Background: an optimization exercise with open tools, aiming at small area and a short achievable clock period. Do not read the settings as production practice. Function was not checked in any run shown here: the RTL went through the layout flow alone. Power is estimated from default activity; no workload was simulated.

<file path="design.v">
`timescale 1ns/1ps
package dsb_pkg;
    localparam int NUM_PORTS = 5;
    localparam int COORD_W = 3;
    localparam int PAYLOAD_W = 10;
    localparam int FLIT_W = 2 * COORD_W + PAYLOAD_W;
    typedef enum logic [2:0] {
        PORT_S = 3'd0,
        PORT_W = 3'd1,
        PORT_N = 3'd2,
        PORT_E = 3'd3,
        PORT_P = 3'd4
    } port_e;
    typedef struct packed {
        logic [COORD_W-1:0]   dest_x;
        logic [COORD_W-1:0]   dest_y;
        logic [PAYLOAD_W-1:0] payload;
    } flit_t;
endpackage
`timescale 1ns/1ps
module flit_fifo (
    input  logic                       clk,
    input  logic                       rst,
    input  logic                       push_i,
    input  logic                       pop_i,
    input  logic [dsb_pkg::FLIT_W-1:0] data_i,
    output logic [dsb_pkg::FLIT_W-1:0] data_o,
    output logic [dsb_pkg::FLIT_W-1:0] next_o,    
    output logic [3:0]                 occ_o      
);
    localparam int W = dsb_pkg::FLIT_W;
    logic [W-1:0] mem [4];
    logic [3:0]   wr_ptr;    
    logic [3:0]   rd_ptr;
    logic [3:0]   occ;
    assign occ_o = occ;
    always_comb begin
        for (int e = 0; e < 4; e++) begin
            wr_ptr[e] = (rd_ptr[e]           && !occ[0]) ||
                        (rd_ptr[(e + 3) % 4] &&  occ[0] && !occ[1]) ||
                        (rd_ptr[(e + 2) % 4] &&  occ[1] && !occ[2]) ||
                        (rd_ptr[(e + 1) % 4] &&  occ[2]);
        end
    end
    always_comb begin
        data_o = '0;
        next_o = '0;
        for (int e = 0; e < 4; e++) begin
            data_o = data_o | ({W{rd_ptr[e]}} & mem[e]);
            next_o = next_o | ({W{rd_ptr[(e + 3) % 4]}} & mem[e]);
        end
    end
    for (genvar e = 0; e < 4; e++) begin : g_mem
        always_ff @(posedge clk) begin
            if (push_i && wr_ptr[e]) begin
                mem[e] <= data_i;
            end
        end
    end
    always_ff @(posedge clk or posedge rst) begin
        if (rst) begin
            rd_ptr <= 4'b0001;
            occ    <= 4'b0000;
        end else begin
            if (pop_i) begin
                rd_ptr <= {rd_ptr[2:0], rd_ptr[3]};
            end
            if (push_i && !pop_i) begin
                occ <= {occ[2:0], 1'b1};
            end else if (pop_i && !push_i) begin
                occ <= {1'b0, occ[3:1]};
            end
        end
    end
endmodule
`timescale 1ns/1ps
module rr_arbiter (
    input  logic                          clk,
    input  logic                          rst,
    input  logic [dsb_pkg::NUM_PORTS-1:0] req_i,
    input  logic                          advance_i,
    output logic [dsb_pkg::NUM_PORTS-1:0] gnt_o
);
    localparam int N = dsb_pkg::NUM_PORTS;
    logic [N-1:0] ptr;
    always_comb begin
        for (int p = 0; p < N; p++) begin
            logic hit;
            hit = 1'b0;
            for (int s = 0; s < N; s++) begin
                logic clear;
                clear = ptr[s];
                for (int q = 0; q < N; q++) begin
                    if (((q - s + N) % N) < ((p - s + N) % N)) begin
                        clear = clear & ~req_i[q];
                    end
                end
                hit = hit | clear;
            end
            gnt_o[p] = req_i[p] & hit;
        end
    end
    always_ff @(posedge clk or posedge rst) begin
        if (rst) begin
            ptr <= N'(1);
        end else if (|req_i) begin
            ptr <= advance_i ? {gnt_o[N-2:0], gnt_o[N-1]} : gnt_o;
        end
    end
endmodule
`timescale 1ns/1ps
module input_port (
    input  logic                        clk,
    input  logic                        rst,
    input  logic                        req_i,
    input  logic [dsb_pkg::FLIT_W-1:0]  data_i,
    input  logic [dsb_pkg::COORD_W-1:0] lx_i,
    input  logic [dsb_pkg::COORD_W-1:0] ly_i,
    output logic                        ack_o,
    output logic                        valid_o,
    output logic [dsb_pkg::FLIT_W-1:0]  flit_o,
    output logic [4:0]                  dest_o,
    input  logic                        take_i
);
    localparam int W = dsb_pkg::FLIT_W;
    logic [W-1:0] next_flit;
    logic [3:0]   occ;
    logic         push;
    logic [4:0]   dest_q;
    function automatic logic [4:0] route(input logic [W-1:0] f,
                                         input logic [2:0] lx, input logic [2:0] ly);
        logic [2:0] dx;
        logic [2:0] dy;
        dx = f[15:13];
        dy = f[12:10];
        if (dx > lx)      route = 5'b01000;
        else if (dx < lx) route = 5'b00010;
        else if (dy > ly) route = 5'b00100;
        else if (dy < ly) route = 5'b00001;
        else              route = 5'b10000;
    endfunction
    assign ack_o = !occ[3];
    assign push  = req_i && !occ[3];
    flit_fifo u_fifo (
        .clk    (clk),
        .rst    (rst),
        .push_i (push),
        .pop_i  (take_i),
        .data_i (data_i),
        .data_o (flit_o),
        .next_o (next_flit),
        .occ_o  (occ)
    );
    assign valid_o = occ[0];
    assign dest_o  = dest_q;
    always_ff @(posedge clk) begin
        if (!occ[0] || (take_i && !occ[1])) begin
            dest_q <= route(data_i, lx_i, ly_i);
        end else if (take_i) begin
            dest_q <= route(next_flit, lx_i, ly_i);
        end
    end
endmodule
`timescale 1ns/1ps
module mm_alloc (
    input  logic                                          clk,
    input  logic                                          rst,
    input  logic [dsb_pkg::NUM_PORTS-1:0]                 in_valid_i,
    input  logic [dsb_pkg::NUM_PORTS*dsb_pkg::FLIT_W-1:0] in_flit_i,
    input  logic [dsb_pkg::NUM_PORTS*5-1:0]               in_dest_i,
    output logic [dsb_pkg::NUM_PORTS-1:0]                 in_take_o,
    output logic [dsb_pkg::NUM_PORTS*dsb_pkg::FLIT_W-1:0] mm_flit_o,
    output logic [dsb_pkg::NUM_PORTS*5-1:0]               mm_tv_o,
    output logic [dsb_pkg::NUM_PORTS*5-1:0]               mm_new_o,
    output logic [dsb_pkg::NUM_PORTS-1:0]                 mm_keep_o,
    input  logic [dsb_pkg::NUM_PORTS-1:0]                 mm_take_i
);
    localparam int N = dsb_pkg::NUM_PORTS;
    localparam int W = dsb_pkg::FLIT_W;
    logic [N-1:0][N-1:0] compat;
    logic [N-1:0][N-1:0] arb_gnt;
    logic [N-1:0][N-1:0] final_gnt;
    logic [N-1:0]        mm_push;
    logic [N-1:0][3:0]   mm_occ;
    logic [N-1:0][W-1:0] mm_wdata;
    logic [N-1:0][4:0]   mm_wtype;
    logic [N-1:0][4:0]   mm_tv;
    logic [N-1:0][3:0][W-1:0] mm_mem;
    for (genvar i = 0; i < N; i++) begin : g_in
        assign in_take_o[i] = |final_gnt[i];
        for (genvar j = 0; j < N; j++) begin : g_compat
            assign compat[i][j] = in_valid_i[i] && !mm_occ[j][3] &&
                                  (!mm_occ[j][0] || |(mm_tv[j] & in_dest_i[i*5 +: 5]));
        end
        rr_arbiter u_arb (
            .clk       (clk),
            .rst       (rst),
            .req_i     (compat[i]),
            .advance_i (|final_gnt[i]),
            .gnt_o     (arb_gnt[i])
        );
    end
    always_comb begin
        for (int i = 0; i < N; i++) begin
            for (int j = 0; j < N; j++) begin
                logic lower;
                lower = 1'b0;
                for (int l = 0; l < i; l++) lower = lower | arb_gnt[l][j];
                final_gnt[i][j] = arb_gnt[i][j] & ~lower;
            end
        end
    end
    always_comb begin
        for (int j = 0; j < N; j++) begin
            mm_push[j]  = 1'b0;
            mm_wdata[j] = '0;
            mm_wtype[j] = '0;
            for (int i = 0; i < N; i++) begin
                mm_push[j]  = mm_push[j] | arb_gnt[i][j];
                mm_wdata[j] = mm_wdata[j] | ({W{final_gnt[i][j]}} & in_flit_i[i*W +: W]);
                mm_wtype[j] = mm_wtype[j] | ({5{final_gnt[i][j]}} & in_dest_i[i*5 +: 5]);
            end
        end
    end
    for (genvar j = 0; j < N; j++) begin : g_mm
        logic push;
        logic pop;
        assign push = mm_push[j];
        assign pop  = mm_take_i[j];
        always_ff @(posedge clk or posedge rst) begin
            if (rst) begin
                mm_tv[j] <= '0;
            end else if (!mm_occ[j][0]) begin
                mm_tv[j] <= push ? mm_wtype[j] : '0;
            end else if (pop && !mm_occ[j][1] && !push) begin
                mm_tv[j] <= '0;
            end
        end
        assign mm_new_o[j*5 +: 5] = {5{!mm_occ[j][0] && push}} & mm_wtype[j];
        assign mm_keep_o[j]       = mm_occ[j][1] || push;
        always_ff @(posedge clk or posedge rst) begin
            if (rst) begin
                mm_occ[j] <= 4'b0000;
            end else if (push && !pop) begin
                mm_occ[j] <= {mm_occ[j][2:0], 1'b1};
            end else if (pop && !push) begin
                mm_occ[j] <= {1'b0, mm_occ[j][3:1]};
            end
        end
        for (genvar e = 0; e < 4; e++) begin : g_ent
            logic at_tail;    
            logic last;       
            if (e == 0) begin : g_first
                assign at_tail = !mm_occ[j][0];
            end else begin : g_rest
                assign at_tail = mm_occ[j][e-1] && !mm_occ[j][e];
            end
            if (e == 3) begin : g_top
                assign last = mm_occ[j][3];
            end else begin : g_low
                assign last = mm_occ[j][e] && !mm_occ[j][e+1];
            end
            always_ff @(posedge clk) begin
                if (pop) begin
                    if (e == 3 || last) begin
                        mm_mem[j][e] <= mm_wdata[j];
                    end else begin
                        mm_mem[j][e] <= mm_mem[j][(e+1) % 4];
                    end
                end else if (push && at_tail) begin
                    mm_mem[j][e] <= mm_wdata[j];
                end
            end
        end
        assign mm_flit_o[j*W +: W] = mm_mem[j][0];
        assign mm_tv_o[j*5 +: 5]   = mm_tv[j];
    end
endmodule
`timescale 1ns/1ps
module output_alloc (
    input  logic [dsb_pkg::NUM_PORTS*dsb_pkg::FLIT_W-1:0] mm_flit_i,
    input  logic [dsb_pkg::NUM_PORTS*5-1:0]               mm_tv_i,
    input  logic [dsb_pkg::NUM_PORTS*5-1:0]               mm_new_i,
    input  logic [dsb_pkg::NUM_PORTS-1:0]                 mm_keep_i,
    output logic [dsb_pkg::NUM_PORTS-1:0]                 mm_take_o,
    input  logic                                          clk,
    input  logic                                          rst,
    input  logic [dsb_pkg::NUM_PORTS-1:0]                 ack_i,
    output logic [dsb_pkg::NUM_PORTS-1:0]                 req_o,
    output logic [dsb_pkg::NUM_PORTS*dsb_pkg::FLIT_W-1:0] data_o
);
    localparam int N = dsb_pkg::NUM_PORTS;
    localparam int W = dsb_pkg::FLIT_W;
    logic [N-1:0][N-1:0] gnt_q;
    logic [N-1:0]        adv_q;
    logic [N-1:0]        req_q;
    logic [N-1:0][N-1:0] gnt_qn;
    always_comb begin
        mm_take_o = '0;
        for (int k = 0; k < N; k++) begin
            mm_take_o = mm_take_o | ({N{ack_i[k] & req_q[k]}} & gnt_q[k]);
        end
    end
    for (genvar k = 0; k < N; k++) begin : g_out
        logic [N-1:0] ptr_a;
        logic [N-1:0] req_a;
        logic [N-1:0] gnt_a;
        assign ptr_a = (req_q[k] || adv_q[k]) ? {gnt_q[k][N-2:0], gnt_q[k][N-1]} : gnt_q[k];
        for (genvar j = 0; j < N; j++) begin : g_req
            logic taken;
            assign taken    = req_q[k] && gnt_q[k][j];
            assign req_a[j] = (mm_tv_i[j*5 + k] && (!taken || mm_keep_i[j])) || mm_new_i[j*5 + k];
        end
        always_comb begin
            for (int p = 0; p < N; p++) begin
                logic hit;
                hit = 1'b0;
                for (int s = 0; s < N; s++) begin
                    logic clear;
                    clear = ptr_a[s];
                    for (int q = 0; q < N; q++) begin
                        if (((q - s + N) % N) < ((p - s + N) % N)) begin
                            clear = clear & ~req_a[q];
                        end
                    end
                    hit = hit | clear;
                end
                gnt_a[p] = req_a[p] & hit;
            end
        end
        always_ff @(posedge clk or posedge rst) begin
            if (rst) begin
                gnt_q[k] <= N'(1);
                gnt_qn[k] <= ~N'(1);
                adv_q[k] <= 1'b0;
                req_q[k] <= 1'b0;
            end else if (!(req_q[k] && !ack_i[k])) begin
                if (|req_a) begin
                    gnt_q[k] <= gnt_a;
                    gnt_qn[k] <= ~gnt_a;
                end
                adv_q[k] <= req_q[k] || adv_q[k];
                req_q[k] <= |req_a;
            end
        end
        assign req_o[k] = req_q[k];
        always_comb begin
            data_o[k*W +: W] = '0;
            for (int j = 0; j < N; j++) begin
                data_o[k*W +: W/2] = data_o[k*W +: W/2] |
                                     ({(W/2){gnt_q[k][j]}} & mm_flit_i[j*W +: W/2]);
                data_o[k*W+W/2 +: W/2] = data_o[k*W+W/2 +: W/2] |
                                     ({(W/2){!gnt_qn[k][j]}} & mm_flit_i[j*W+W/2 +: W/2]);
            end
        end
    end
endmodule
`timescale 1ns/1ps
module dsb_router (
    input  logic                                          clk,
    input  logic                                          rst,
    input  logic [dsb_pkg::COORD_W-1:0]                   lx_i,
    input  logic [dsb_pkg::COORD_W-1:0]                   ly_i,
    input  logic [dsb_pkg::NUM_PORTS-1:0]                 in_req_i,
    input  logic [dsb_pkg::NUM_PORTS*dsb_pkg::FLIT_W-1:0] in_data_i,
    output logic [dsb_pkg::NUM_PORTS-1:0]                 in_ack_o,
    output logic [dsb_pkg::NUM_PORTS-1:0]                 out_req_o,
    output logic [dsb_pkg::NUM_PORTS*dsb_pkg::FLIT_W-1:0] out_data_o,
    input  logic [dsb_pkg::NUM_PORTS-1:0]                 out_ack_i
);
    localparam int N = dsb_pkg::NUM_PORTS;
    localparam int W = dsb_pkg::FLIT_W;
    logic [N-1:0]   in_valid;
    logic [N*W-1:0] in_flit;
    logic [N*5-1:0] in_dest;
    logic [N-1:0]   in_take;
    logic [N*W-1:0] mm_flit;
    logic [N*5-1:0] mm_tv;
    logic [N*5-1:0] mm_new;
    logic [N-1:0]   mm_keep;
    logic [N-1:0]   mm_take;
    for (genvar i = 0; i < N; i++) begin : g_port
        input_port u_in (
            .clk     (clk),
            .rst     (rst),
            .req_i   (in_req_i[i]),
            .data_i  (in_data_i[i*W +: W]),
            .lx_i    (lx_i),
            .ly_i    (ly_i),
            .ack_o   (in_ack_o[i]),
            .valid_o (in_valid[i]),
            .flit_o  (in_flit[i*W +: W]),
            .dest_o  (in_dest[i*5 +: 5]),
            .take_i  (in_take[i])
        );
    end
    mm_alloc u_mm (
        .clk        (clk),
        .rst        (rst),
        .in_valid_i (in_valid),
        .in_flit_i  (in_flit),
        .in_dest_i  (in_dest),
        .in_take_o  (in_take),
        .mm_flit_o  (mm_flit),
        .mm_tv_o    (mm_tv),
        .mm_new_o   (mm_new),
        .mm_keep_o  (mm_keep),
        .mm_take_i  (mm_take)
    );
    output_alloc u_out (
        .mm_flit_i  (mm_flit),
        .mm_tv_i    (mm_tv),
        .mm_new_i   (mm_new),
        .mm_keep_i  (mm_keep),
        .mm_take_o  (mm_take),
        .clk        (clk),
        .rst        (rst),
        .ack_i      (out_ack_i),
        .req_o      (out_req_o),
        .data_o     (out_data_o)
    );
endmodule
</file>
<file path="flow/run.sh">
#!/bin/bash
# Standard ORFS layout, with plain buffers (buf_2) on the ports instead of the default delay cells.
set -euo pipefail
bash standard.sh finish BUFFER_PORTS_ARGS="-buffer_cell sky130_fd_sc_hd__buf_2" > flow_make.log 2>&1
</file>
<file path="standard.sh">
#!/bin/bash
# synth_recipe.tcl (not shown) runs the flow's synth.tcl, then flattens the netlist and writes it again
# the make line also repeats each setting of config.mk as NAME=value (left out here)
make -C /OpenROAD-flow-scripts/flow DESIGN_CONFIG=/design/flow/config.mk WORK_HOME=/design/flow/orfs CLKGATE_MAP_FILE= SYNTH_SCRIPT=/design/flow/synth_recipe.tcl "${@:-finish}"
</file>
<file path="config.mk">
export PLATFORM = sky130hd
export DESIGN_NAME = dsb_router
export DESIGN_NICKNAME = dsb_router
export VERILOG_FILES = /design/flow/design.v
export SDC_FILE = /design/flow/constraint.sdc
export NUM_CORES = 4
export LEC_CHECK = 0
export ABC_AREA = 1
export CAP_MARGIN = 20
export CELL_PAD_IN_SITES_DETAIL_PLACEMENT = 1
export CELL_PAD_IN_SITES_GLOBAL_PLACEMENT = 1
export CORE_MARGIN = 2
export CORE_UTILIZATION = 45
export CTS_CLUSTER_DIAMETER = 100
export CTS_CLUSTER_SIZE = 30
export PLACE_DENSITY = 0.6
export SETUP_SLACK_MARGIN = 4.5
export SLEW_MARGIN = 20
</file>
<file path="constraint.sdc">
create_clock -name core_clock -period 8.0 [get_ports {clk}]
set_input_delay 1.6000 -clock core_clock [delete_from_list [all_inputs] [get_ports {clk}]]
set_output_delay 1.6000 -clock core_clock [all_outputs]
set_load 0.01 [all_outputs]
</file>
==> results of run 1 <==
[synth_stat cells (93+ instances only)]
cell / count / area share
mux2_2: 240 / 0.060
a21oi_1: 94 / 0.010
nand4_1: 143 / 0.020
inv_1: 380 / 0.032
dfrtp_1: 150 / 0.084
nand2_1: 1560 / 0.13
o21ai_0: 162 / 0.018
nor2_1: 162 / 0.014
a221oi_1: 93 / 0.018
nand3_1: 246 / 0.027
edfxtp_1: 665 / 0.45
clkbuf_1: 107 / 0.0090
[critical path, cell delays in order, from the launching register on]
cell and delay [ps]:
dfstp_2 650, inv_1 190, nand2_1 100, nand2_1 50
a221oi_1 210, nand2_1 140, buf_2 170
[routing by layer]
metal | wire length [um] | global-route usage
met5 | 104 | 0
met2 | 81400 | 0.539
met3 | 11500 | 0.0500
met1 | 74100 | 0.447
met4 | 11100 | 0.171
[layout by cell type (no fill, tap or decap), types with 10 or more instances in the layout]
cell        count
nor2_4         39
a221o_1        46
a21oi_1        83
nand2_4        74
o21ai_2        24
ha_1           68
a22oi_1        83
nor2_2         37
mux2_2        232
clkbuf_16      43
a31oi_2        12
dfstp_2        15
o21ai_1        31
buf_2         182
nand4_1       143
o22ai_1        66
buf_4         242
dfrtp_1       104
nand2_2       152
a221oi_2       70
a31oi_1        10
buf_12         27
o221ai_1       15
o211ai_1       25
inv_1         358
nand3_4        18
buf_6          26
o21ai_0       138
nand3_2        51
nand3_1       198
nand2_1      1385
a221oi_1       19
inv_4          13
a21oi_2        15
a22o_1         16
dfrtp_2        42
edfxtp_1      665
clkinvlp_4     14
inv_2          27
nor2_1        136
[area by class of cell]
cell class,instances,area (sq um)
fill,11011,45300
sequential,835,24300
multi-input combinational,3268,20400
timing repair buffer,482,3640
inverter,434,1810
tap,1287,1610
clock buffer,52,1110
clock inverter,17,304
timing repair inverter,3,20.0
antenna,2,5.00
[cell families after synthesis]
kind of cell               count (synthesis)  share of synthesized area
buffers and inverters                    608                     0.0554
muxes                                    240                     0.0602
AOI/OAI and AO/OA                        700                      0.108
and+or+nand+nor                         2253                      0.216
adders and majority gates                 70                     0.0195
DFF                                      835                      0.540
[worst max path at each step]
stage                              endpoint  slack [ps]                      from  depth (start not counted)
6_report                     out_data_o[10]        4210           u_out.gnt_qn[0]                          6
5_1_grt                      out_data_o[15]        4140           u_out.gnt_qn[0]                          6
4_1_cts                      out_data_o[77]        4190          u_out.gnt_qn[20]                          6
3_5_place_dp   g_port[3].u_in.u_fifo.occ[1]        3440  g_port[0].u_in.dest_q[3]                         21
3_3_place_gp       g_port[3].u_in.dest_q[2]        3400  g_port[0].u_in.dest_q[3]                         20
2_1_floorplan  g_port[0].u_in.u_fifo.occ[0]        4250                       rst                          1
[timing repair]
item                                   4_1_cts  5_1_grt
cloned                                       7        2
gates resized for setup                    232      440
endpoints found under the hold margin        0        0
pin swaps                                   53      205
setup endpoints to repair                  528      410
buffers inserted                           108      131
[stage by stage]
step | total power [mW] | setup slack (ps)
2_1_floorplan | 7.35 | 4250
3_3_place_gp | 8.69 | 3400
3_5_place_dp | 8.72 | 3440
4_1_cts | 11.9 | 4190
5_1_grt | 13.0 | 4140
6_report | 12.5 | 4210
[power by group]
part | internal [mW] | switching [mW] | total [mW]
logic | 1.54 | 2.75 | 4.29
clock network | 1.10 | 1.58 | 2.68
registers | 4.96 | 0.568 | 5.53
[state kept, by name, indices dropped and copies added, names as in the netlist]
| signal | flops |
|---|---|
| u_out.req_q | 5 |
| u_mm.mm_occ | 20 |
| u_out.adv_q | 5 |
| u_mm.mm_mem | 320 |
| u_out.gnt_qn | 25 |
| g_port.u_in.u_fifo.mem | 320 |
| g_port.u_in.u_fifo.rd_ptr | 20 |
| g_port.u_in.u_fifo.occ | 20 |
| u_mm.g_in.u_arb.ptr | 25 |
| u_out.gnt_q | 25 |
| u_mm.mm_tv | 25 |
| g_port.u_in.dest_q | 25 |
==> results.yml, run 1 <==
run_status:
  status: "finished clean"
cts:
  clkSlewWorstSetupHoldPaths_ps: 110
  clockBufferDepth: 3
  cts_made_buffers: 41
  ctsHtreeMaxLevel: 2
  cts_tree: "built"
  cts_hold_buf: 0
  clock_latency_ps: 680
  clk_root_buffer_cell: "clkbuf_16"
  tritoncts_num_sinks: 835
global_routing:
  grt_pass1_vias: 37400
  antenna_found_initial: 10
  grt_max_degree: 84
  grt_overflow: 0
  grt_pass1_wl_um: 255000
  grt_use_total: 0.337
pwr:
  leakage_nw: 22.0
  powerDensity_nw_per_um2: 235
  vdd.ir_drop.worst_uv: 158
finish:
  stdcell_count: 6380
  stdcell_area_sq_um: 53200
  final_nets: 5233
  area_growth_pct: 18.7
  layout-drive-gt1-share: 0.287
  fin_util: 0.540
detailed_routing:
  postRouteAntennaNets: 0
  drt_iter0_drc: 3600
  avgViaCountPerCell: 6.00
  drc: 0
  wl_per_cell_um: 27.9
  first_pass_iters: 6
  wl_um: 178000
  num_vias: 38263
sta:
  tightest_slew_ps: 1060
  relSlewSlack: 0.294
  rsz0062_at_grt: "true"
  drv_slew: 0
  hold_violations: 0
  setup_viol: 0
  skew_ps: 42.7
  fin_setup_tns_ps: 0
  clock.fmax_ghz: 0.264
  hold_ws_ps: 483
  post-route-min-period_ps: 3790
  period_share: 0.474
critical_path:
  crit_type: "reg2out"
  critPathCaptureType: "output pin"
  path_max_fanout: 8
  critPathArrivalTime_ps: 2190
  rrSetupSlack_ps: 4480
  reg2reg_from: "g_port[3].u_in.dest_q[1]"
  cp.required_ps: 6400
  reg2reg_depth: 14
  r2r-end: "u_mm.mm_mem[135]"
  critPathLaunchType: "register"
logic_synthesis:
  synth_warnings: 6
  ys_types: 55
  ys_ff_latch: 835
  synth_edf_count: 665
  synth_seq_area_share: 0.540
  synthArstFlopShare: 0.204
  synth_area_sq_um: 44900
  synthFlopType: "edfxtp_1"
  syn_inst: 4706
  synthesis.nets: 4874
  syn_area_per_cell_sq_um: 9.53
place:
  place.gp.congestion: 0.970
  dp_cells: 6061
  dpl_cell_area_sq_um: 47100
  place_hpwl_um: 129000
  port_buffers: 187
floorplanning:
  dieArea_sq_um: 102000
  io_pins: 188
  dieHeight_um: 320
  die-width_um: 320
  num_rows: 115
  core_sq_um: 98600
  start_util: 0.455
flow_run:
  cap_violations: 0
hold_path:
  holdPathEnd: "u_out.adv_q[2]"
  worstHoldPathCells: 1
  hold_path.class: "reg2reg"
  min-delay-start: "u_out.adv_q[2]"
==> inputs of run 2 (changes only) <==
--- a/design.v
+++ b/design.v
@@ -154,10 +154,8 @@
     assign valid_o = occ[0];
     assign dest_o  = dest_q;
     always_ff @(posedge clk) begin
-        if (!occ[0] || (take_i && !occ[1])) begin
-            dest_q <= route(data_i, lx_i, ly_i);
-        end else if (take_i) begin
-            dest_q <= route(next_flit, lx_i, ly_i);
+        if (!occ[0] || take_i) begin
+            dest_q <= (take_i && occ[1]) ? route(next_flit, lx_i, ly_i) : route(data_i, lx_i, ly_i);
         end
     end
 endmodule
@@ -185,12 +183,12 @@
     logic [N-1:0][W-1:0] mm_wdata;
     logic [N-1:0][4:0]   mm_wtype;
     logic [N-1:0][4:0]   mm_tv;
+    logic [N-1:0][4:0]   mm_acc;
     logic [N-1:0][3:0][W-1:0] mm_mem;
     for (genvar i = 0; i < N; i++) begin : g_in
         assign in_take_o[i] = |final_gnt[i];
         for (genvar j = 0; j < N; j++) begin : g_compat
-            assign compat[i][j] = in_valid_i[i] && !mm_occ[j][3] &&
-                                  (!mm_occ[j][0] || |(mm_tv[j] & in_dest_i[i*5 +: 5]));
+            assign compat[i][j] = in_valid_i[i] && |(mm_acc[j] & in_dest_i[i*5 +: 5]);
         end
         rr_arbiter u_arb (
             .clk       (clk),
@@ -236,6 +234,17 @@
                 mm_tv[j] <= '0;
             end
         end
+        always_ff @(posedge clk or posedge rst) begin
+            if (rst) begin
+                mm_acc[j] <= '1;
+            end else begin
+                logic full_n;
+                logic some_n;
+                full_n = (mm_occ[j][3] && !pop) || (mm_occ[j][2] && push && !pop);
+                some_n = mm_occ[j][1] || (mm_occ[j][0] && !pop) || push;
+                mm_acc[j] <= {5{!full_n}} & ({5{!some_n}} | (mm_occ[j][0] ? mm_tv[j] : mm_wtype[j]));
+            end
+        end
         assign mm_new_o[j*5 +: 5] = {5{!mm_occ[j][0] && push}} & mm_wtype[j];
         assign mm_keep_o[j]       = mm_occ[j][1] || push;
         always_ff @(posedge clk or posedge rst) begin
@@ -294,7 +303,6 @@
     logic [N-1:0][N-1:0] gnt_q;
     logic [N-1:0]        adv_q;
     logic [N-1:0]        req_q;
-    logic [N-1:0][N-1:0] gnt_qn;
     always_comb begin
         mm_take_o = '0;
         for (int k = 0; k < N; k++) begin
@@ -331,13 +339,11 @@
         always_ff @(posedge clk or posedge rst) begin
             if (rst) begin
                 gnt_q[k] <= N'(1);
-                gnt_qn[k] <= ~N'(1);
                 adv_q[k] <= 1'b0;
                 req_q[k] <= 1'b0;
             end else if (!(req_q[k] && !ack_i[k])) begin
                 if (|req_a) begin
                     gnt_q[k] <= gnt_a;
-                    gnt_qn[k] <= ~gnt_a;
                 end
                 adv_q[k] <= req_q[k] || adv_q[k];
                 req_q[k] <= |req_a;
@@ -347,10 +353,7 @@
         always_comb begin
             data_o[k*W +: W] = '0;
             for (int j = 0; j < N; j++) begin
-                data_o[k*W +: W/2] = data_o[k*W +: W/2] |
-                                     ({(W/2){gnt_q[k][j]}} & mm_flit_i[j*W +: W/2]);
-                data_o[k*W+W/2 +: W/2] = data_o[k*W+W/2 +: W/2] |
-                                     ({(W/2){!gnt_qn[k][j]}} & mm_flit_i[j*W+W/2 +: W/2]);
+                data_o[k*W +: W] = data_o[k*W +: W] | ({W{gnt_q[k][j]}} & mm_flit_i[j*W +: W]);
             end
         end
     end
==> results.yml, run 2 <==
place:
  preCtsSetupSlack_ps: 3590
  place_hpwl_um: 127000
  place.gp.congestion: 0.917
  dp_cells: 6018
  port_buffers: 187
sta:
  drv_slew: 0
  setup_viol: 0
  tightest_slew_ps: 1110
  fin_setup_tns_ps: 0
  rsz0062_at_grt: "true"
  clock.fmax_ghz: 0.277
  skew_ps: 39.5
  setup_ws_ps: 4390
  hold_violations: 0
  period_share: 0.451
  relSlewSlack: 0.258
  post-route-min-period_ps: 3610
logic_synthesis:
  synthSimpleGateAreaFrac: 0.213
  synth_top_family_by_area: "simple AND/OR/NAND/NOR gates"
  synthFlopType: "edfxtp_1"
  synth_compound_area_frac: 0.112
  synth.area.mux_share: 0.0600
  synth_xor_area_frac: 0
  synth_area_sq_um: 45100
  synthTopCellsByCount: "nand2_1, edfxtp_1, inv_1, nand3_1, mux2_2"
  synth_top_area_share: 0.443
  syn_inst: 4669
  synthArstFlopShare: 0.204
  synthesis.nets: 4837
  synthTopCellsByArea: "edfxtp_1, nand2_1, dfrtp_1"
  synth_top_area_cell: "edfxtp_1"
  synthAdderAreaFrac: 0.0194
  synth.most_common_cell: "nand2_1"
  synth_warnings: 6
  synth_edf_count: 665
  ys_ff_latch: 835
  syn_area_per_cell_sq_um: 9.66
  synth_seq_area_share: 0.538
  ys_types: 63
pwr:
  powerDensity_nw_per_um2: 203
  vdd.ir_drop.worst_uv: 238
  leakage_nw: 22.0
cts:
  ctsHtreeMaxLevel: 2
  clockBufferDepth: 3
  cts_made_buffers: 39
  clkSlewWorstSetupHoldPaths_ps: 110
  clock_latency_ps: 670
  tritoncts_num_sinks: 835
  cts_hold_buf: 0
  cts_tree: "built"
  clk_root_buffer_cell: "clkbuf_16"
critical_path:
  critPathLaunchType: "register"
  crit_top_cell: "nand2_2"
  cp.required_ps: 6400
  cpPeakStageDelay_ps: 760
  slowest_stage: "dfstp_4"
  crit_type: "reg2out"
  path_max_fanout: 7
  critPathCaptureType: "output pin"
  path_delay_family: "flip-flops"
  cp_num_buf_inv: 2
  path_cells: "buf_6 > nand2_2 > nand2_2 > a221oi_2 > nand2_1 > buf_2"
  critPathArrivalTime_ps: 2010
floorplanning:
  dieHeight_um: 321
  core_sq_um: 99700
  num_rows: 116
  io_pins: 188
  start_util: 0.452
  dieArea_sq_um: 103000
  die-width_um: 321
detailed_routing:
  avgViaCountPerCell: 6.01
  num_vias: 37650
  drt_iter0_drc: 3140
  postRouteAntennaNets: 0
  drc: 0
  wl_um: 178000
  first_pass_iters: 5
  wl_per_cell_um: 28.3
finish:
  layout-drive-gt1-share: 0.261
  area_growth_pct: 16.3
  most-common-layout-cells: "nand2_1, edfxtp_1, inv_1, mux2_2, nand3_1"
  fin_util: 0.526
  layout_commonest_cell: "nand2_1"
  final_nets: 5104
  reg_top3: "g_port.u_in.u_fifo.mem (320), u_mm.mm_mem (320)"
  stdcell_count: 6268
global_routing:
  grt_overflow: 0
  grt_pass1_vias: 37299
  grt_use_total: 0.338
  met3_usage: 0.0460
  grt_max_degree: 64
  grt_use_met1: 0.448
  grt_use_met2: 0.552
  grt_pass1_wl_um: 256000
  top_usage_layer: "met2"
  antenna_found_initial: 2
run_status:
  status: "finished clean"
flow_run:
  cap_violations: 0
hold_path:
  hold_path.class: "reg2reg"
## run 2: cell types whose count changed after synthesis, sizes merged, moves of 15 or more
cell	before	now
a21oi	107	57
a221oi	93	112
a22oi	83	64
a41oi	1	20
buf	67	84
dfrtp	150	130
dfstp	20	40
inv	421	406
nand2	1614	1588
nand3	266	281
nand4	143	93
o2111ai	0	32
## run 2: final timing paths
| check | endpoint | slack (ps) | start | depth (start not counted) |
|---|---|---|---|---|
| setup / recovery | out_data_o[7] | 4390 | u_out.gnt_q[0] | 6 |
| hold / removal | u_out.adv_q[3] | 490 | u_out.adv_q[3] | 1 |
| setup reg to reg | u_mm.mm_mem[132] | 4530 | g_port[0].u_in.dest_q[2] | 15 |
| hold reg to reg | u_out.adv_q[3] | 490 | u_out.adv_q[3] | 1 |
| max in group asynchronous | g_port[4].u_in.u_fifo.occ[0] | 5880 | rst | 3 |
| min in group asynchronous | u_mm.mm_tv[16] | 850 | rst | 2 |
## run 2: logic make-up (layout without fill, tap and decap cells)
kind of cell | after synthesis | in the layout
buffers and inverters | 618 | 906
flip-flops | 835 | 835
multiplexers | 240 | 240
adder cells (fa/ha/maj) | 70 | 70
other | 0 | 3
AO/OA/AOI/OAI | 692 | 692
AND/OR/NAND/NOR | 2214 | 2224
## run 2: cell type report
class / instances / area [sq um]
antenna: 3 / 7.51
clock buffer: 56 / 1090
clock inverter: 16 / 230
fill: 11045 / 47300
inverter: 417 / 1660
multi-input combinational: 3226 / 20300
sequential: 835 / 24300
tap: 1298 / 1620
timing repair buffer: 415 / 3220
timing repair inverter: 2 / 16.3
## run 2: through the flow
step	area (sq um)	hold WS, ps	total power [mW]
finish	52400	486	10.7
global placement	47300	455	7.55
global route	52400	515	11.0
detailed placement	47300	458	7.57
CTS	50600	483	10.4
floorplan	45100	435	6.64
## run 2: layer usage
layer / share of wire / up-vias
li1: - / 16913
met1: 0.42 / 18966
met2: 0.46 / 1366
met3: 0.064 / 405
met4: 0.060 / 0
met5: 0 / -
## run 2: report_power, final
group	total, mW	leakage, nW	switching, mW	internal [mW]
clock	2.56	0.636	1.52	1.03
combinational	2.73	13.2	1.80	0.923
sequential	5.38	8.17	0.450	4.92
## run 2: timing repair
action                     CTS  global route
setup buffers               86            76
pin swaps                   73           171
setup endpoints to repair  469           336
hold endpoints to repair     0             0
cloned                       7             5
gates resized for setup    212           301
==> inputs of run 3 (changes only) <==
--- a/config.mk
+++ b/config.mk
@@ -12,7 +12,8 @@
 export CORE_MARGIN = 2
 export CORE_UTILIZATION = 45
 export CTS_CLUSTER_DIAMETER = 100
-export CTS_CLUSTER_SIZE = 30
+export CTS_CLUSTER_SIZE = 25
+export GPL_TIMING_DRIVEN = 1
 export PLACE_DENSITY = 0.6
 export SETUP_SLACK_MARGIN = 4.5
 export SLEW_MARGIN = 20
==> results.yml, run 3 <==
sta:
  skew_ps: 28.3
  hold_violations: 0
  rsz0062_at_grt: "true"
  clock.fmax_ghz: 0.275
  fin_setup_tns_ps: 0
  tightest_slew_ps: 1130
  drv_slew: 0
  period_share: 0.455
  setup_viol: 0
  setup_ws_ps: 4360
  relSlewSlack: 0.245
  post-route-min-period_ps: 3640
flow_run:
  cap_violations: 0
critical_path:
  critPathLaunchType: "register"
  critPathCaptureType: "output pin"
  cp.required_ps: 6400
  slowest_stage: "dfstp_4"
  crit_type: "reg2out"
  crit_top_cell: "buf_6"
  cp_num_buf_inv: 3
  cpPeakStageDelay_ps: 510
  path_delay_family: "flip-flops"
  path_cells: "buf_12 > buf_6 > nand2_4 > nand2_2 > a221oi_2 > nand2_1 > buf_6"
  critPathArrivalTime_ps: 2040
  path_max_fanout: 4
global_routing:
  grt_overflow: 0
  grt_pass1_vias: 37539
  grt_use_total: 0.341
  antenna_found_initial: 1
  grt_max_degree: 64
  grt_pass1_wl_um: 258000
floorplanning:
  num_rows: 116
  dieArea_sq_um: 103000
  die-width_um: 321
  dieHeight_um: 321
  io_pins: 188
  core_sq_um: 99700
  start_util: 0.452
logic_synthesis:
  ys_ff_latch: 835
  synthTopCellsByArea: "edfxtp_1, nand2_1, dfrtp_1"
  synthArstFlopShare: 0.204
  synth_xor_area_frac: 0
  synth.area.mux_share: 0.0600
  synth_top_area_cell: "edfxtp_1"
  synth_top_family_by_area: "simple AND/OR/NAND/NOR gates"
  synth_top_area_share: 0.443
  syn_inst: 4669
  synthSimpleGateAreaFrac: 0.213
  synthTopCellsByCount: "nand2_1, edfxtp_1, inv_1, nand3_1, mux2_2"
  ys_types: 63
  synth_compound_area_frac: 0.112
  synthAdderAreaFrac: 0.0194
  synth_warnings: 6
  synthFlopType: "edfxtp_1"
  syn_area_per_cell_sq_um: 9.66
  synth.most_common_cell: "nand2_1"
  synth_area_sq_um: 45100
  synth_edf_count: 665
  synthesis.nets: 4837
  synth_seq_area_share: 0.538
detailed_routing:
  num_vias: 37787
  drt_iter0_drc: 3176
  wl_per_cell_um: 28.5
  drc: 0
  postRouteAntennaNets: 0
  avgViaCountPerCell: 6.03
  first_pass_iters: 5
  wl_um: 179000
cts:
  cts_tree: "built"
  ctsHtreeMaxLevel: 2
  tritoncts_num_sinks: 835
  cts_hold_buf: 0
  clk_root_buffer_cell: "clkbuf_16"
  clkSlewWorstSetupHoldPaths_ps: 100
  clock_latency_ps: 670
  cts_made_buffers: 44
  clockBufferDepth: 3
finish:
  layout-drive-gt1-share: 0.261
  final_nets: 5100
  fill_cells: 11010
  area_growth_pct: 16.6
  layout_commonest_cell: "nand2_1"
  most-common-layout-cells: "nand2_1, edfxtp_1, inv_1, nand3_1, mux2_2"
  reg_top3: "g_port.u_in.u_fifo.mem (320), u_mm.mm_mem (320)"
place:
  preCtsSetupSlack_ps: 3590
  place.gp.congestion: 0.917
  port_buffers: 187
  place_hpwl_um: 127000
pwr:
  vdd.ir_drop.worst_uv: 190
  leakage_nw: 22.1
  powerDensity_nw_per_um2: 204
run_status:
  status: "finished clean"
hold_path:
  hold_path.class: "reg2reg"
==> run 3: cell counts after synthesis <==
No cell type changed its count.
==> run 3: cell type report <==
class / count / area, sq um / area share
clock buffer: 69 / 1260 / 0.0239
tap: 1298 / 1620 / 0.0309
inverter: 417 / 1660 / 0.0316
timing repair buffer: 407 / 3210 / 0.0611
antenna: 2 / 5.00 / 0.0000952
multi-input combinational: 3225 / 20300 / 0.386
clock inverter: 12 / 161 / 0.00307
sequential: 835 / 24300 / 0.463
timing repair inverter: 2 / 16.3 / 0.000309
==> run 3: power by group <==
| group | internal, mW | switching, mW | total [mW] | leakage (nW) |
|---|---|---|---|---|
| sequential | 4.92 | 0.451 | 5.38 | 8.17 |
| combinational | 0.903 | 1.81 | 2.71 | 13.2 |
| clock | 1.14 | 1.52 | 2.66 | 0.682 |
==> run 3: worst reg2reg max path: stages (launching register included) <==
cell       delay, ps
edfxtp_1         560
nand2_1          170
nand3_2          100
o21ai_4          210
nand2_1          100
nor2_1           160
nand2_1           90
nand3_2          130
nand2_8          140
nand2_4          160
nor2_4            70
nand2_2           80
nor2_4            50
buf_4            210
nand2_1           90
o2111ai_1        410
mux2_2           450
==> run 3: cell families after synthesis <==
group	count (synthesis)
flip-flops	835
AND/OR/NAND/NOR	2214
buffers and inverters	618
multiplexers	240
adder cells (fa/ha/maj)	70
AO/OA/AOI/OAI	692
==> run 3: stage by stage <==
stage          power [mW]  std cells  utilization  cell area [sq um]  hold slack (ps)
2_1_floorplan        6.64       4669            -              45100              435
3_3_place_gp         7.55       6018        0.474              47300              455
3_5_place_dp         7.57       6018        0.475              47300              458
4_1_cts              10.6       6197        0.512              51000              482
5_1_grt              11.1       6265        0.527              52600              513
6_report             10.7       6267        0.527              52600              483
==> run 3: worst paths after layout <==
kind	cells past startpoint	slack, ps	endpoint	startpoint
min in group asynchronous	2	850	u_out.gnt_q[18]	rst
max	7	4360	out_data_o[27]	u_out.gnt_q[5]
min	1	480	u_out.adv_q[3]	u_out.adv_q[3]
max in group asynchronous	3	5870	g_port[4].u_in.u_fifo.occ[0]	rst
max reg2reg	16	4560	u_mm.mm_mem[211]	g_port[0].u_in.dest_q[2]
min reg2reg	1	480	u_out.adv_q[3]	u_out.adv_q[3]
==> run 3: layer usage <==
metal	track usage	vias to the layer above	share of wire
met5	0	-	0
met4	0.164	0	0.054
met3	0.0497	370	0.064
met2	0.553	1461	0.47
met1	0.449	19052	0.42
li1	-	16904	-
==> run 3: repair_timing <==
action | CTS | global route
gates resized for setup | 269 | 266
buffers inserted | 90 | 64
pin swaps | 106 | 176
gates cloned | 8 | 3
endpoints found under the setup margin | 471 | 327
==> inputs of run 4 (changes only) <==
--- a/config.mk
+++ b/config.mk
@@ -13,7 +13,7 @@
 export CORE_UTILIZATION = 45
 export CTS_CLUSTER_DIAMETER = 100
 export CTS_CLUSTER_SIZE = 25
-export GPL_TIMING_DRIVEN = 1
 export PLACE_DENSITY = 0.6
-export SETUP_SLACK_MARGIN = 4.5
+export SETUP_SLACK_MARGIN = 4.4
 export SLEW_MARGIN = 20
+export TNS_END_PERCENT = 50
==> results.yml, run 4 <==
run_status:
  status: "finished clean"
logic_synthesis:
  synthArstFlopShare: 0.204
  synth_warnings: 6
  synth_seq_area_share: 0.538
  synth_edf_count: 665
  ys_types: 63
  synth_area_sq_um: 45100
  synthTopCellsByCount: "nand2_1, edfxtp_1, inv_1, nand3_1, mux2_2"
  synthTopCellsByArea: "edfxtp_1, nand2_1, dfrtp_1"
  syn_area_per_cell_sq_um: 9.66
  syn_inst: 4669
  synth.most_common_cell: "nand2_1"
  synth_top_area_share: 0.443
  ys_ff_latch: 835
  synthesis.nets: 4837
  synth_top_area_cell: "edfxtp_1"
  synthFlopType: "edfxtp_1"
cts:
  clock_latency_ps: 660
  cts_tree: "built"
  cts_made_buffers: 44
  clk_root_buffer_cell: "clkbuf_16"
  clockBufferDepth: 3
  tritoncts_num_sinks: 835
  ctsHtreeMaxLevel: 2
  clkSlewWorstSetupHoldPaths_ps: 100
place:
  place.gp.congestion: 0.917
  dp_cells: 6018
  port_buffers: 187
  place_hpwl_um: 127000
detailed_routing:
  wl_per_cell_um: 28.1
  num_vias: 37125
  postRouteAntennaNets: 0
  avgViaCountPerCell: 5.97
  first_pass_iters: 5
  drc: 0
  drt_iter0_drc: 3193
  wl_um: 175000
global_routing:
  grt_use_total: 0.331
  antenna_found_initial: 1
  grt_overflow: 0
  grt_max_degree: 64
  grt_pass1_vias: 36841
  grt_pass1_wl_um: 252000
critical_path:
  reg2reg_depth: 14
  reg2reg_from: "g_port[0].u_in.dest_q[4]"
  path_cells: "buf_4 > nand2_1 > nand2_1 > a221oi_1 > nand2_1 > buf_2"
  path_delay_family: "flip-flops"
  cp.required_ps: 6400
  r2r-end: "u_mm.mm_mem[144]"
  crit_type: "reg2out"
  slowest_stage: "dfrtp_4"
  critPathArrivalTime_ps: 2090
  cpPeakStageDelay_ps: 580
  critPathLaunchType: "register"
  rrSetupSlack_ps: 4310
  crit_top_cell: "nand2_1"
  path_max_fanout: 7
  critPathCaptureType: "output pin"
  cp_num_buf_inv: 2
finish:
  area_growth_pct: 12.5
  stdcell_count: 6217
  reg_top3: "g_port.u_in.u_fifo.mem (320), u_mm.mm_mem (320)"
  final_nets: 5049
  layout-drive-gt1-share: 0.211
  layout_commonest_cell: "nand2_1"
  most-common-layout-cells: "nand2_1, edfxtp_1, inv_1, nand3_1, mux2_2"
flow_run:
  cap_violations: 0
floorplanning:
  dieArea_sq_um: 103000
  num_rows: 116
  dieHeight_um: 321
  core_sq_um: 99700
  die-width_um: 321
  io_pins: 188
  start_util: 0.452
sta:
  rsz0062_at_grt: "true"
  skew_ps: 32.3
  period_share: 0.461
  tightest_slew_ps: 1170
  post-route-min-period_ps: 3690
  clock.fmax_ghz: 0.271
  setup_viol: 0
  relSlewSlack: 0.221
  fin_setup_tns_ps: 0
  drv_slew: 0
  hold_violations: 0
hold_path:
  worstHoldPathCells: 1
  holdPathEnd: "u_out.adv_q[3]"
  min-delay-start: "u_out.adv_q[3]"
  hold_path.class: "reg2reg"
pwr:
  powerDensity_nw_per_um2: 206
  vdd.ir_drop.worst_uv: 192
  leakage_nw: 21.0
==> run 4: cell counts after synthesis <==
No cell type changed its count.
==> run 4: worst reg2reg max path, delay by kind of cell, from the launching register on <==
| family | cells | cell delay (ps) |
|---|---|---|
| and+or+nand+nor | 9 | 1410 |
| buffers and inverters | 3 | 950 |
| DFF | 1 | 520 |
| muxes | 1 | 460 |
| AOI/OAI and AO/OA | 1 | 90 |
==> run 4: through the flow <==
stage | instance area (sq um) | util | power (mW) | hold WS, ps | worst slack [ps]
after CTS | 49500 | 0.496 | 10.3 | 482 | 4270
after global routing | 50700 | 0.509 | 10.9 | 513 | 4230
final | 50700 | 0.509 | 10.4 | 485 | 4310
after detailed placement | 47300 | 0.475 | 7.57 | 458 | 3590
after floorplan | 45100 | - | 6.64 | 435 | 4260
after global placement | 47300 | 0.474 | 7.55 | 455 | 3640
==> run 4: final cells by class <==
| class | count | area [sq um] |
|---|---|---|
| multi-input combinational | 3223 | 19100 |
| antenna | 3 | 7.51 |
| timing repair buffer | 358 | 2540 |
| clock inverter | 12 | 161 |
| inverter | 417 | 1670 |
| fill | 11144 | 49000 |
| timing repair inverter | 2 | 13.8 |
| tap | 1298 | 1620 |
| clock buffer | 69 | 1260 |
| sequential | 835 | 24300 |
==> run 4: cells by family (layout without fill, tap and decap cells) <==
kind of cell	Yosys count	in the layout	synth area share
multiplexers	240	240	0.0600
AND/OR/NAND/NOR	2214	2221	0.213
AO/OA/AOI/OAI	692	692	0.112
adder cells (fa/ha/maj)	70	70	0.0194
other	0	3	0
flip-flops	835	835	0.538
buffers and inverters	618	858	0.0569
==> run 4: where the power goes <==
group | total [mW] | switching, mW | internal [mW]
logic | 2.38 | 1.63 | 0.747
registers | 5.42 | 0.498 | 4.92
clock network | 2.65 | 1.51 | 1.14
total | 10.4 | 3.64 | 6.81
==> run 4: worst max path at each step <==
stage                                 startpoint                           end  slack [ps]  cells past startpoint
finish                            u_out.gnt_q[1]                 out_data_o[8]        4310                      6
CTS                 g_port[2].u_in.u_fifo.occ[0]               u_mm.mm_mem[69]        4270                     12
detailed placement      g_port[3].u_in.dest_q[4]  g_port[3].u_in.u_fifo.occ[0]        3590                     16
global placement        g_port[3].u_in.dest_q[4]  g_port[3].u_in.u_fifo.occ[2]        3640                     16
global route                      u_out.gnt_q[1]                 out_data_o[6]        4230                      6
floorplan                                    rst  g_port[0].u_in.u_fifo.occ[0]        4260                      1
==> run 4: metal layers <==
metal,part of all wire,up-vias,global-route usage
met5,0,-,0
met4,0.047,0,0.126
met3,0.062,332,0.0451
met2,0.47,1301,0.544
met1,0.42,18683,0.447
li1,-,16809,-
==> run 4: what timing repair did <==
action / 4_1_cts / 5_1_grt
pin swaps: 13 / 33
gates resized for setup: 56 / 147
hold buffers: 0 / 0
gates cloned: 6 / 4
setup buffers: 47 / 56
setup endpoints to repair: 353 / 315
==> inputs of run 5 (changes only) <==
--- a/design.v
+++ b/design.v
@@ -183,12 +183,12 @@
     logic [N-1:0][W-1:0] mm_wdata;
     logic [N-1:0][4:0]   mm_wtype;
     logic [N-1:0][4:0]   mm_tv;
-    logic [N-1:0][4:0]   mm_acc;
+    logic [N-1:0][4:0]   mm_nacc;
     logic [N-1:0][3:0][W-1:0] mm_mem;
     for (genvar i = 0; i < N; i++) begin : g_in
         assign in_take_o[i] = |final_gnt[i];
         for (genvar j = 0; j < N; j++) begin : g_compat
-            assign compat[i][j] = in_valid_i[i] && |(mm_acc[j] & in_dest_i[i*5 +: 5]);
+            assign compat[i][j] = in_valid_i[i] && |(~mm_nacc[j] & in_dest_i[i*5 +: 5]);
         end
         rr_arbiter u_arb (
             .clk       (clk),
@@ -236,13 +236,13 @@
         end
         always_ff @(posedge clk or posedge rst) begin
             if (rst) begin
-                mm_acc[j] <= '1;
+                mm_nacc[j] <= '0;
             end else begin
                 logic full_n;
                 logic some_n;
                 full_n = (mm_occ[j][3] && !pop) || (mm_occ[j][2] && push && !pop);
                 some_n = mm_occ[j][1] || (mm_occ[j][0] && !pop) || push;
-                mm_acc[j] <= {5{!full_n}} & ({5{!some_n}} | (mm_occ[j][0] ? mm_tv[j] : mm_wtype[j]));
+                mm_nacc[j] <= ~({5{!full_n}} & ({5{!some_n}} | (mm_occ[j][0] ? mm_tv[j] : mm_wtype[j])));
             end
         end
         assign mm_new_o[j*5 +: 5] = {5{!mm_occ[j][0] && push}} & mm_wtype[j];
@@ -303,6 +303,7 @@
     logic [N-1:0][N-1:0] gnt_q;
     logic [N-1:0]        adv_q;
     logic [N-1:0]        req_q;
+    logic [N-1:0]        ini_q;
     always_comb begin
         mm_take_o = '0;
         for (int k = 0; k < N; k++) begin
@@ -313,7 +314,8 @@
         logic [N-1:0] ptr_a;
         logic [N-1:0] req_a;
         logic [N-1:0] gnt_a;
-        assign ptr_a = (req_q[k] || adv_q[k]) ? {gnt_q[k][N-2:0], gnt_q[k][N-1]} : gnt_q[k];
+        assign ptr_a = ini_q[k]              ? N'(1) :
+                       (req_q[k] || adv_q[k]) ? {gnt_q[k][N-2:0], gnt_q[k][N-1]} : gnt_q[k];
         for (genvar j = 0; j < N; j++) begin : g_req
             logic taken;
             assign taken    = req_q[k] && gnt_q[k][j];
@@ -336,17 +338,22 @@
                 gnt_a[p] = req_a[p] & hit;
             end
         end
+        always_ff @(posedge clk) begin
+            if (!(req_q[k] && !ack_i[k]) && |req_a) begin
+                gnt_q[k] <= gnt_a;
+            end
+        end
         always_ff @(posedge clk or posedge rst) begin
             if (rst) begin
-                gnt_q[k] <= N'(1);
                 adv_q[k] <= 1'b0;
                 req_q[k] <= 1'b0;
+                ini_q[k] <= 1'b1;
             end else if (!(req_q[k] && !ack_i[k])) begin
-                if (|req_a) begin
-                    gnt_q[k] <= gnt_a;
-                end
                 adv_q[k] <= req_q[k] || adv_q[k];
                 req_q[k] <= |req_a;
+                if (|req_a) begin
+                    ini_q[k] <= 1'b0;
+                end
             end
         end
         assign req_o[k] = req_q[k];
--- a/config.mk
+++ b/config.mk
@@ -14,6 +14,5 @@
 export CTS_CLUSTER_DIAMETER = 100
 export CTS_CLUSTER_SIZE = 25
 export PLACE_DENSITY = 0.6
-export SETUP_SLACK_MARGIN = 4.4
+export SETUP_SLACK_MARGIN = 4.5
 export SLEW_MARGIN = 20
-export TNS_END_PERCENT = 50
==> results.yml, run 5 <==
run_status:
  status: "finished clean"
pwr:
  leakage_nw: 21.6
  p_int_mw: 6.59
  power_mw: 9.78
  powerDensity_nw_per_um2: 185
  vdd.ir_drop.worst_uv: 196
  power_frac_seq: 0.531
  p_clk_frac: 0.283
  combPwrFrac: 0.186
  swShare: 0.326
  p_sw_mw: 3.19
sta:
  fin_setup_tns_ps: 0
  setup_viol: 0
  drv_slew: 0
  rsz0062_at_grt: "true"
  skew_ps: 46.2
  clock.fmax_ghz: 0.274
  setup_ws_ps: 4350
  period_share: 0.456
  post-route-min-period_ps: 3650
  tightest_slew_ps: 1170
  hold_ws_ps: 489
  relSlewSlack: 0.218
  hold_violations: 0
place:
  place.gp.congestion: 0.926
  place_hpwl_um: 122000
  preCtsSetupSlack_ps: 3690
  dpl_cell_area_sq_um: 47300
  port_buffers: 187
  dp_cells: 5962
global_routing:
  grt_max_degree: 141
  grt_overflow: 0
  grt_use_total: 0.327
  grt_pass1_wl_um: 250000
  antenna_found_initial: 9
  grt_pass1_vias: 37088
critical_path:
  reg2reg_from: "g_port[0].u_in.dest_q[2]"
  path_max_fanout: 16
  critPathLaunchType: "register"
  reg2reg_depth: 15
  critPathCaptureType: "output pin"
  crit_type: "reg2out"
  cp.required_ps: 6400
  r2r-end: "u_mm.mm_mem[142]"
  critPathArrivalTime_ps: 2050
  rrSetupSlack_ps: 4460
logic_synthesis:
  synthesis.nets: 4794
  synthArstFlopShare: 0.179
  synthTopCellsByArea: "edfxtp_1, nand2_1, dfrtp_1"
  synth_warnings: 6
  syn_area_per_cell_sq_um: 9.72
  synth_edf_count: 690
  synthFlopType: "edfxtp_1"
  synth_top_area_cell: "edfxtp_1"
  synth.most_common_cell: "nand2_1"
  synthTopCellsByCount: "nand2_1, edfxtp_1, inv_1, nand3_1, mux2_2"
  ys_types: 59
  syn_inst: 4626
  ys_ff_latch: 840
  synth_area_sq_um: 45000
  synth_top_area_share: 0.461
  synth_seq_area_share: 0.544
detailed_routing:
  drc: 0
  avgViaCountPerCell: 5.99
  drt_iter0_drc: 3501
  wl_per_cell_um: 27.6
  wl_um: 173000
  first_pass_iters: 6
  postRouteAntennaNets: 0
  num_vias: 37584
floorplanning:
  start_util: 0.456
  io_pins: 188
  dieArea_sq_um: 103000
  die-width_um: 320
  num_rows: 115
  core_sq_um: 98700
  dieHeight_um: 320
cts:
  clock_latency_ps: 680
  clkSlewWorstSetupHoldPaths_ps: 110
  cts_made_buffers: 46
  tritoncts_num_sinks: 840
  clockBufferDepth: 3
  ctsHtreeMaxLevel: 2
  cts_tree: "built"
  clk_root_buffer_cell: "clkbuf_16"
finish:
  stdcell_area_sq_um: 53000
  final_nets: 5112
  area_growth_pct: 17.8
  fill_cells: 10938
  seqCellArea_sq_um: 24500
  most-common-layout-cells: "nand2_1, edfxtp_1, inv_1, mux2_2, nand3_1"
  multi_input_area_sq_um: 20100
  layout-drive-gt1-share: 0.265
  layout_commonest_cell: "nand2_1"
  stdcell_count: 6275
  reg_top3: "g_port.u_in.u_fifo.mem (320), u_mm.mm_mem (320)"
  fin_util: 0.537
hold_path:
  min-delay-start: "u_out.adv_q[2]"
  worstHoldPathCells: 1
  holdPathEnd: "u_out.adv_q[2]"
  hold_path.class: "reg2reg"
flow_run:
  cap_violations: 0
-- run 5: changes by cell type after synthesis, moves of 17 or more --
cell      change
inv_2        +17
edfxtp_1     +25
a31oi_1      -29
dfstp_2      -25
nor2_1       +21
nand2_1     -110
o21ai_0      +25
-- run 5: worst max-delay path, cell delays in order, from the launching register on --
cell	delay, ps
edfxtp_1	480
buf_6	210
nand2_1	70
nand2_1	60
a221oi_2	250
nand2_1	120
buf_2	160
-- run 5: worst max path at each step --
stage	startpoint	endpoint	slack [ps]	depth (start not counted)
floorplan	rst	g_port[0].u_in.u_fifo.occ[0]	4520	1
global placement	g_port[0].u_in.dest_q[4]	u_out.gnt_q[9]	3340	20
detailed placement	g_port[0].u_in.dest_q[4]	u_out.gnt_q[9]	3690	20
CTS	u_out.gnt_q[0]	out_data_o[11]	4350	6
global route	u_out.gnt_q[16]	out_data_o[49]	4270	7
finish	u_out.gnt_q[0]	out_data_o[10]	4350	6
-- run 5: area by class of cell --
cell class              count  area share
inverters                 439      0.0327
multi-input cells        3159       0.378
well taps                1287      0.0304
flip-flops and latches    840       0.462
diodes                      6    0.000283
repair buffers            456      0.0669
repair inverters            2    0.000331
clock inverters            17     0.00470
clock buffers              69      0.0238
-- run 5: logic make-up after synthesis --
group           Yosys count  synth area share
simple gates           2132             0.207
flops                   840             0.544
compound gates          710             0.113
buf+inv                 634            0.0566
mux                     240            0.0601
fa+ha+maj                70            0.0195
-- run 5: repair_timing --
item,in CTS,in global routing
pin swaps,48,150
hold buffers,0,0
gates cloned,8,7
setup endpoints to repair,662,434
buffers inserted,114,92
resized for setup,173,305
-- run 5: power by group through the flow --
stage	logic [mW]	registers, mW	clock network, mW
final	1.82	5.19	2.77
after global routing	1.95	5.20	2.96
after CTS	1.59	5.18	2.82
after detailed placement	1.34	5.36	0
after global placement	1.33	5.36	0
after floorplan	1.02	5.07	0
-- run 5: metal layers --
| metal | up-vias | share of wire | track usage | wire [um] |
|---|---|---|---|---|
| met5 | - | 0.00031 | 0 | 54 |
| met4 | 10 | 0.055 | 0.131 | 9470 |
| met3 | 368 | 0.068 | 0.0513 | 11700 |
| met2 | 1392 | 0.46 | 0.523 | 79100 |
| met1 | 18894 | 0.42 | 0.447 | 72700 |
| li1 | 16920 | - | - | - |
==> inputs of run 6 (changes only) <==
--- a/design.v
+++ b/design.v
@@ -338,8 +338,10 @@
                 gnt_a[p] = req_a[p] & hit;
             end
         end
-        always_ff @(posedge clk) begin
-            if (!(req_q[k] && !ack_i[k]) && |req_a) begin
+        always_ff @(posedge clk or posedge rst) begin
+            if (rst) begin
+                gnt_q[k] <= '0;
+            end else if (!(req_q[k] && !ack_i[k]) && |req_a) begin
                 gnt_q[k] <= gnt_a;
             end
         end
==> results.yml, run 6 <==
finish:
  seqCellArea_sq_um: 24400
  stdcell_count: 6331
  layout-drive-gt1-share: 0.262
  area_growth_pct: 17.6
  fill_cells: 11077
  diodes: 0
  final_nets: 5173
  most-common-layout-cells: "nand2_1, edfxtp_1, inv_1, nand3_1, mux2_2"
  multi_input_area_sq_um: 20500
  layout_commonest_cell: "nand2_1"
  reg_top3: "g_port.u_in.u_fifo.mem (320), u_mm.mm_mem (320)"
cts:
  cts_hold_buf: 0
  ctsHtreeMaxLevel: 2
  clkSlewWorstSetupHoldPaths_ps: 90
  clock_latency_ps: 680
  cts_tree: "built"
  clockBufferDepth: 3
  clk_root_buffer_cell: "clkbuf_16"
  tritoncts_num_sinks: 840
  cts_made_buffers: 45
critical_path:
  critPathArrivalTime_ps: 2000
  reg2reg_depth: 21
  rrSetupSlack_ps: 4530
  critPathLaunchType: "register"
  crit_type: "reg2out"
  critPathCaptureType: "output pin"
  path_max_fanout: 10
  cp.required_ps: 6400
logic_synthesis:
  synth_seq_area_share: 0.541
  synthArstFlopShare: 0.208
  synth_edf_count: 665
  synthesis.nets: 4869
  synth_top_area_cell: "edfxtp_1"
  ys_types: 57
  syn_inst: 4701
  synth_top_area_share: 0.444
  synth_warnings: 6
  ys_ff_latch: 840
  synthTopCellsByCount: "nand2_1, edfxtp_1, inv_1, nand3_1, mux2_2"
  synthTopCellsByArea: "edfxtp_1, nand2_1, dfrtp_1"
  syn_area_per_cell_sq_um: 9.58
  synthFlopType: "edfxtp_1"
  synth.most_common_cell: "nand2_1"
  synth_area_sq_um: 45000
floorplanning:
  num_rows: 116
  die-width_um: 320
  start_util: 0.452
  core_sq_um: 99600
  dieHeight_um: 320
  dieArea_sq_um: 103000
  io_pins: 188
global_routing:
  antenna_found_initial: 6
  grt_max_degree: 126
  grt_use_total: 0.333
  grt_overflow: 0
  grt_pass1_vias: 37319
  grt_pass1_wl_um: 254000
sta:
  fin_setup_tns_ps: 0
  post-route-min-period_ps: 3600
  relSlewSlack: 0.180
  rsz0062_at_grt: "true"
  setup_viol: 0
  drv_slew: 0
  clock.fmax_ghz: 0.278
  period_share: 0.450
  hold_violations: 0
  tightest_slew_ps: 1220
  skew_ps: 39.9
place:
  place_hpwl_um: 125000
  place.gp.congestion: 0.958
  dp_cells: 6062
  port_buffers: 187
flow_run:
  cap_violations: 0
pwr:
  leakage_nw: 22.3
  vdd.ir_drop.worst_uv: 197
  powerDensity_nw_per_um2: 229
detailed_routing:
  num_vias: 38206
  drc: 0
  avgViaCountPerCell: 6.03
  wl_per_cell_um: 27.9
  drt_iter0_drc: 3410
  first_pass_iters: 6
  wl_um: 176000
  postRouteAntennaNets: 0
hold_path:
  hold_path.class: "reg2reg"
  worstHoldPathCells: 1
run_status:
  status: "finished clean"
==> run 6: final timing paths <==
kind	start	endpoint
hold reg to reg	u_out.adv_q[3]	u_out.adv_q[3]
setup / recovery	u_out.gnt_q[6]	out_data_o[27]
min in group asynchronous	rst	u_out.req_q[2]
hold / removal	u_out.adv_q[3]	u_out.adv_q[3]
setup reg to reg	g_port[3].u_in.dest_q[2]	u_out.gnt_q[14]
max in group asynchronous	rst	g_port[4].u_in.u_fifo.occ[0]
==> run 6: per-stage QoR <==
stage | power, mW | setup WS [ps] | cell area (sq um) | hold slack (ps) | utilization
floorplan | 7.24 | 4170 | 45000 | 440 | -
global placement | 8.49 | 3620 | 47400 | 455 | 0.476
detailed placement | 8.51 | 3430 | 47400 | 458 | 0.476
CTS | 11.7 | 4340 | 50900 | 482 | 0.512
global route | 12.6 | 4350 | 52900 | 513 | 0.532
finish | 12.1 | 4400 | 52900 | 491 | 0.532
==> run 6: layout make-up <==
cell class              count  share of cell area
inverters                 423              0.0311
well taps                1298              0.0307
clock buffers              58              0.0222
flip-flops and latches    840               0.461
repair inverters            3            0.000425
repair buffers            442              0.0632
multi-input cells        3250               0.387
clock inverters            17             0.00437
==> run 6: per-layer routing <==
layer	global-route usage	routed length, um
met5	0	43
met3	0.0475	12100
met2	0.538	80400
met1	0.453	74500
met4	0.130	9250
==> run 6: power breakdown <==
part           leakage (nW)  internal, mW  switching, mW
logic                  13.3          1.37           2.64
registers              8.28          4.95          0.471
clock network         0.685          1.13           1.55
==> run 6: cell families after synthesis <==
kind of cell,count (synthesis),share of synthesized area
compound gates,704,0.112
fa+ha+maj,70,0.0195
mux,240,0.0600
buf+inv,620,0.0549
simple gates,2227,0.213
flops,840,0.541
==> run 6: worst max-delay path, stage by stage (launching register included) <==
cell and delay (ps):
dfrtp_4 520, buf_12 160, nand2_1 70, nand2_1 80
a221oi_2 190, nand2_1 140, buf_2 160
==> run 6: timing repair <==
action	in CTS	in global routing
pin swaps	107	106
setup buffers	85	95
gates cloned	5	7
endpoints found under the setup margin	439	405
resized for setup	305	273

[re-timing with driven ports]
Ports are ideal in the flow. The routed layouts listed here were re-timed in OpenROAD.
Step 1: set_driving_cell puts a clkbuf_16 on clk and a buf_2 on each other input, an assumption about the parent block.
Step 2 also shifts input and output timing later by t, the mid clock arrival at the registers, as if the neighbouring blocks saw the same clock.
Slacks: no drivers / after step 1 / after step 2; pairs: no drivers / after step 1.
run	t (ns)	setup slack, ns	worst hold slack (ns)
run 1	0.740	4.205 / 4.128 / 3.962	0.483 / 0.483 / 0.483
run 2	0.731	4.389 / 4.310 / 3.993	0.486 / 0.486 / 0.486
run 3	0.728	4.362 / 4.286 / 3.997	0.483 / 0.483 / 0.483
run 4	0.730	4.314 / 4.232 / 3.853	0.485 / 0.485 / 0.485
run 5	0.731	4.354 / 4.280 / 3.840	0.489 / 0.489 / 0.489
run 6	0.734	4.401 / 4.324 / 3.962	0.491 / 0.491 / 0.491
After both steps every run listed still meets setup and hold. For run 5, which loses most, drivers alone change the setup slack by -0.074 ns; drivers and shift together by -0.514 ns.
